What follows belongs to an exercise in optimizing a design on an open flow for small area, a short achievable clock period and few clock cycles; a production flow would make more cautious choices.
RTL that was checked went through simulation tests only; none was proved equivalent to the original.

Design quad_photodiode_stepper_centering, start of the top module:
module quad_photodiode_stepper_centering (
    input  logic                              aclk,
    input  logic                              aresetn,
    input  logic                              s_tvalid,
    output logic                              s_tready,
    input  logic [qpsc_pkg::IN_DATA_W-1:0]    s_tdata,   
    input  logic                              s_tuser,   
    output logic                              m_tvalid,
    input  logic                              m_tready,
    output logic [qpsc_pkg::OUT_DATA_W-1:0]   m_tdata,   
    input  logic                              cfg_we,
    input  logic [qpsc_pkg::CFG_IDX_W-1:0]    cfg_index,
    input  logic [qpsc_pkg::CFG_W-1:0]        cfg_wdata
);
Size: about 2500 cells after synthesis, about 98 I/O pins, ~0.025 mm² of cells after synthesis.
clock: 12.5 ns
lec_check: 0
cap_margin: 20
core_margin: 2
core_utilization: 70
cts_cluster_diameter: 200
cts_cluster_size: 24
slew_margin: 60
synth_hierarchical: 1
synth_minimum_keep_size: 0
run.sh (not shown) runs the stock make flow with config.mk's settings and CLKGATE_MAP_FILE= SYNTH_SCRIPT=/design/flow/synth_recipe.tcl, a recipe that flattens the netlist after the stock synthesis.
Testbench counts at the start, summed over its fixed seeds: cycles 32,256.
Then changed:
--- a/flow/config.mk
+++ b/flow/config.mk
@@ -10,3 +10,3 @@
-export CORE_UTILIZATION = 70
-export CTS_CLUSTER_DIAMETER = 200
-export CTS_CLUSTER_SIZE = 24
+export CORE_UTILIZATION = 60
+export CTS_CLUSTER_DIAMETER = 150
+export CTS_CLUSTER_SIZE = 20
The new run produced a clean layout.
Fmax stays flat.
Global-route usage falls by 4.0 points.
Via count falls by 2.0%.
Final area rises by 0.84%.
Core utilization falls by 11 points.
Synthesized cell count is unchanged.
Routed wire length rises by 2.3%.
Critical path depth falls by 9.
Then changed:
--- a/flow/config.mk
+++ b/flow/config.mk
@@ -10 +10 @@
-export CORE_UTILIZATION = 60
+export CORE_UTILIZATION = 70
@@ -13 +13 @@
-export SLEW_MARGIN = 60
+export SLEW_MARGIN = 50
The changed run completed with no timing, DRC or antenna violations.
Worst hold slack got worse by 12 ps.
Count of clock-buffer cells in the layout stays the same.
Non-clock buffer count came out lower by 2.
Register-to-register slack improved by 20 ps.
Wire length came out lower by 2.2%.
Die area came out lower by 14%.
Final area came out lower by 0.92%.
Synthesized area is unchanged.
Setup slack improved by 25 ps.
Via count came out higher by 2.0%.

== build 26 ==
Starting RTL as in the previous note.
clock: 12.5 ns
lec_check: 0
cap_margin: 20
core_margin: 2
core_utilization: 70
cts_cluster_diameter: 150
cts_cluster_size: 20
slew_margin: 70
synth_hierarchical: 1
synth_minimum_keep_size: 0
Build 26 finished every stage and its layout cleared the timing, design-rule and antenna checks.
Testbench counts of build 26, summed over its fixed seeds: cycles 32,256.
#### Input delta (build 8 over build 26)
Settings: CORE_UTILIZATION: 70 -> 60; SLEW_MARGIN: 70 -> 60; ABC_AREA: unset -> 1.
==> comparison <==
- Compared with build 26, the detailed router inserted more vias in build 8.
- As far as layout sequential cell count goes, build 26 and build 8 are indistinguishable; the numbers are identical.
- Going from build 26 to build 8, total routed wirelength grew by more than a quarter.
Modified inputs, build 64 compared to build 8
Settings: CORE_UTILIZATION changed from 60 to 70; ABC_AREA removed (was 1).
Findings:
- Build 64 vs. build 8: fmax went up; detailed-route via count went down.
- Min total global routing track utilization across build 64 and build 8: build 8
- Filler-free cell count of the finished design of build 64 falls short of that of build 8 by more than a quarter.
- Changes observed in build 64 relative to build 8: final setup slack of the worst path now sits higher; cell total after placement saw a decrease.
- Number of detailed-routing iterations run before antenna repair: build 64 vs build 8 identical
Inputs modified between build 64 and build 6:
Settings: CORE_UTILIZATION changed from 70 to 60; SLEW_MARGIN changed from 60 to 80.
Notes after the runs:
- Global-route usage: build 6 vs build 64 down 3.5 points
- The standard cell with the maximum stage delay on the critical path comes out clkdlybuf4s50_1 in one run and fa_1 in the other, namely in build 64 and build 6 respectively.
- Build 6 has less setup slack than build 64.
- [compare] base=build 64 new=build 6: sequential share of layout area fell by 1.2 points, first-pass GRT wire length rose by about 3.6%.
Inputs modified between build 6 and build 49:
Settings: SLEW_MARGIN now 40, was 80.
[summary]
| number of detailed-route iterations in the first pass | build 49 vs build 6 | 2 lower |
On first-pass GRT wire length, build 6 loses to build 49.
For the via count, build 49 came in about 2.2% lower than build 6 did.
[build 49 vs build 6] area used by multi-input combinational logic: lower in build 49
Per the comparison of build 49 with build 6, routed length on met1 shrank by 830 µm; post-synthesis to final-layout area growth shrank by 7.0 points.
Re final cell area excluding filler cells: build 49 and build 6 aren't equal, and the higher value belongs to build 6.

run 1:
Another version of the RTL of quad_photodiode_stepper_centering (not shown whole).
Size in the first run: ~2600 cells after synthesis, ~98 I/O pins, about 25000 µm² of cells after synthesis.
Settings: LEC_CHECK=0, CAP_MARGIN=20, CORE_MARGIN=2, CORE_UTILIZATION=60, CTS_CLUSTER_SIZE=30, SLEW_MARGIN=60, SYNTH_HIERARCHICAL=1, SYNTH_MINIMUM_KEEP_SIZE=0; clock period 12.5 ns.
Modified inputs, run 2 compared to run 1
# run 1
export LEC_CHECK = 0
export CAP_MARGIN = 20
export CORE_MARGIN = 2
export CORE_UTILIZATION = 60
export CTS_CLUSTER_SIZE = 30
export SLEW_MARGIN = 60
export SYNTH_HIERARCHICAL = 1
export SYNTH_MINIMUM_KEEP_SIZE = 0
create_clock -name core_clock -period 12.5 [get_ports {aclk}]
# run 2
export LEC_CHECK = 0
export CAP_MARGIN = 20
export CORE_MARGIN = 2
export CORE_UTILIZATION = 40
export SLEW_MARGIN = 60
export SYNTH_HIERARCHICAL = 1
export SYNTH_MINIMUM_KEEP_SIZE = 0
create_clock -name core_clock -period 12.5 [get_ports {aclk}]
Results
Clock skew after layout: lower on run 2. In run 2 the cell area turned out 1.5% higher than in run 1. Lower arrival time reported for the critical path endpoint was reported by run 2, not run 1. Comparing run 1 and run 2, vias after detailed routing is lower on run 2. For run 1 and run 2, there was not a single run that failed to finish clean.
Edits applied to the flow inputs when going from run 2 to run 3:
# run 2
export LEC_CHECK = 0
export CAP_MARGIN = 20
export CORE_MARGIN = 2
export CORE_UTILIZATION = 40
export SLEW_MARGIN = 60
export SYNTH_HIERARCHICAL = 1
export SYNTH_MINIMUM_KEEP_SIZE = 0
create_clock -name core_clock -period 12.5 [get_ports {aclk}]
# run 3
export LEC_CHECK = 0
export CAP_MARGIN = 20
export CORE_MARGIN = 2
export CORE_UTILIZATION = 60
export CTS_BUF_LIST = sky130_fd_sc_hd__clkbuf_8
export CTS_CLUSTER_SIZE = 24
export SLEW_MARGIN = 60
export SYNTH_HIERARCHICAL = 1
export SYNTH_MINIMUM_KEEP_SIZE = 0
create_clock -name core_clock -period 12.5 [get_ports {aclk}]
## What came out
- Delta (run 3 minus run 2): initial core utilization saw an increase, CTS clock-pin slew for the worst setup and hold paths saw little to no change, worst hold margin saw an increase.
- Summary of the comparison: total global-route track usage is higher in run 3, relative to run 2.
- Met1 routing resource usage after global routing (run 3 over run 2): increase, 14 points
- Going from run 2 to run 3, the fraction of area in multi-input gates was found to have gone up by 1.0 points.
- Per the final summary, run 3 finished and its layout is clean on timing, DRC and antenna.
Function was not checked in any run of this note: the RTL went through the layout flow alone.

[what the ideal ports hide]
Ports are ideal in the flow. The routed layouts listed here were re-timed in OpenROAD. Step 1 (the two cells are an assumption about what drives the block):
set clk [get_ports {aclk}]
set_driving_cell -lib_cell sky130_fd_sc_hd__clkbuf_16 $clk
set_driving_cell -lib_cell sky130_fd_sc_hd__buf_2 [delete_from_list [all_inputs] $clk]
Step 2 moves the port delays by t, midway between the first and last clock arrival at a register: inputs arrive t later, outputs are due t later. That takes back most of the time a late clock gives input paths. Three values: ideal, step 1, step 2; two values: the first two.
run	shift t [ns]	setup WS [ns]	worst slew at a driven data input, ns	cell pins on the clock port's net
the first run of note 1	0.547	8.356 / 8.333 / 7.838	0.05	1
the second run of note 1	0.563	8.348 / 8.299 / 7.830	0.04	1
the third run of note 1	0.554	8.372 / 8.319 / 7.867	0.05	1
build 26	0.554	8.360 / 8.329 / 7.836	0.05	1
build 8	0.585	8.164 / 8.201 / 7.616	0.04	1
build 64	0.560	8.377 / 8.322 / 7.859	0.05	1
build 6	0.567	8.325 / 8.325 / 7.835	0.05	1
build 49	0.551	8.157 / 8.185 / 7.634	0.04	1
run 1	0.627	8.184 / 8.213 / 7.587	0.04	1
run 2	0.586	8.185 / 8.211 / 7.625	0.04	1
run 3	0.665	8.238 / 8.208 / 7.602	0.04	1
After both steps setup and hold are still met in every run listed. The setup slack of run 3, which loses most, moves by -0.030 ns with the drivers and by -0.636 ns with both steps.
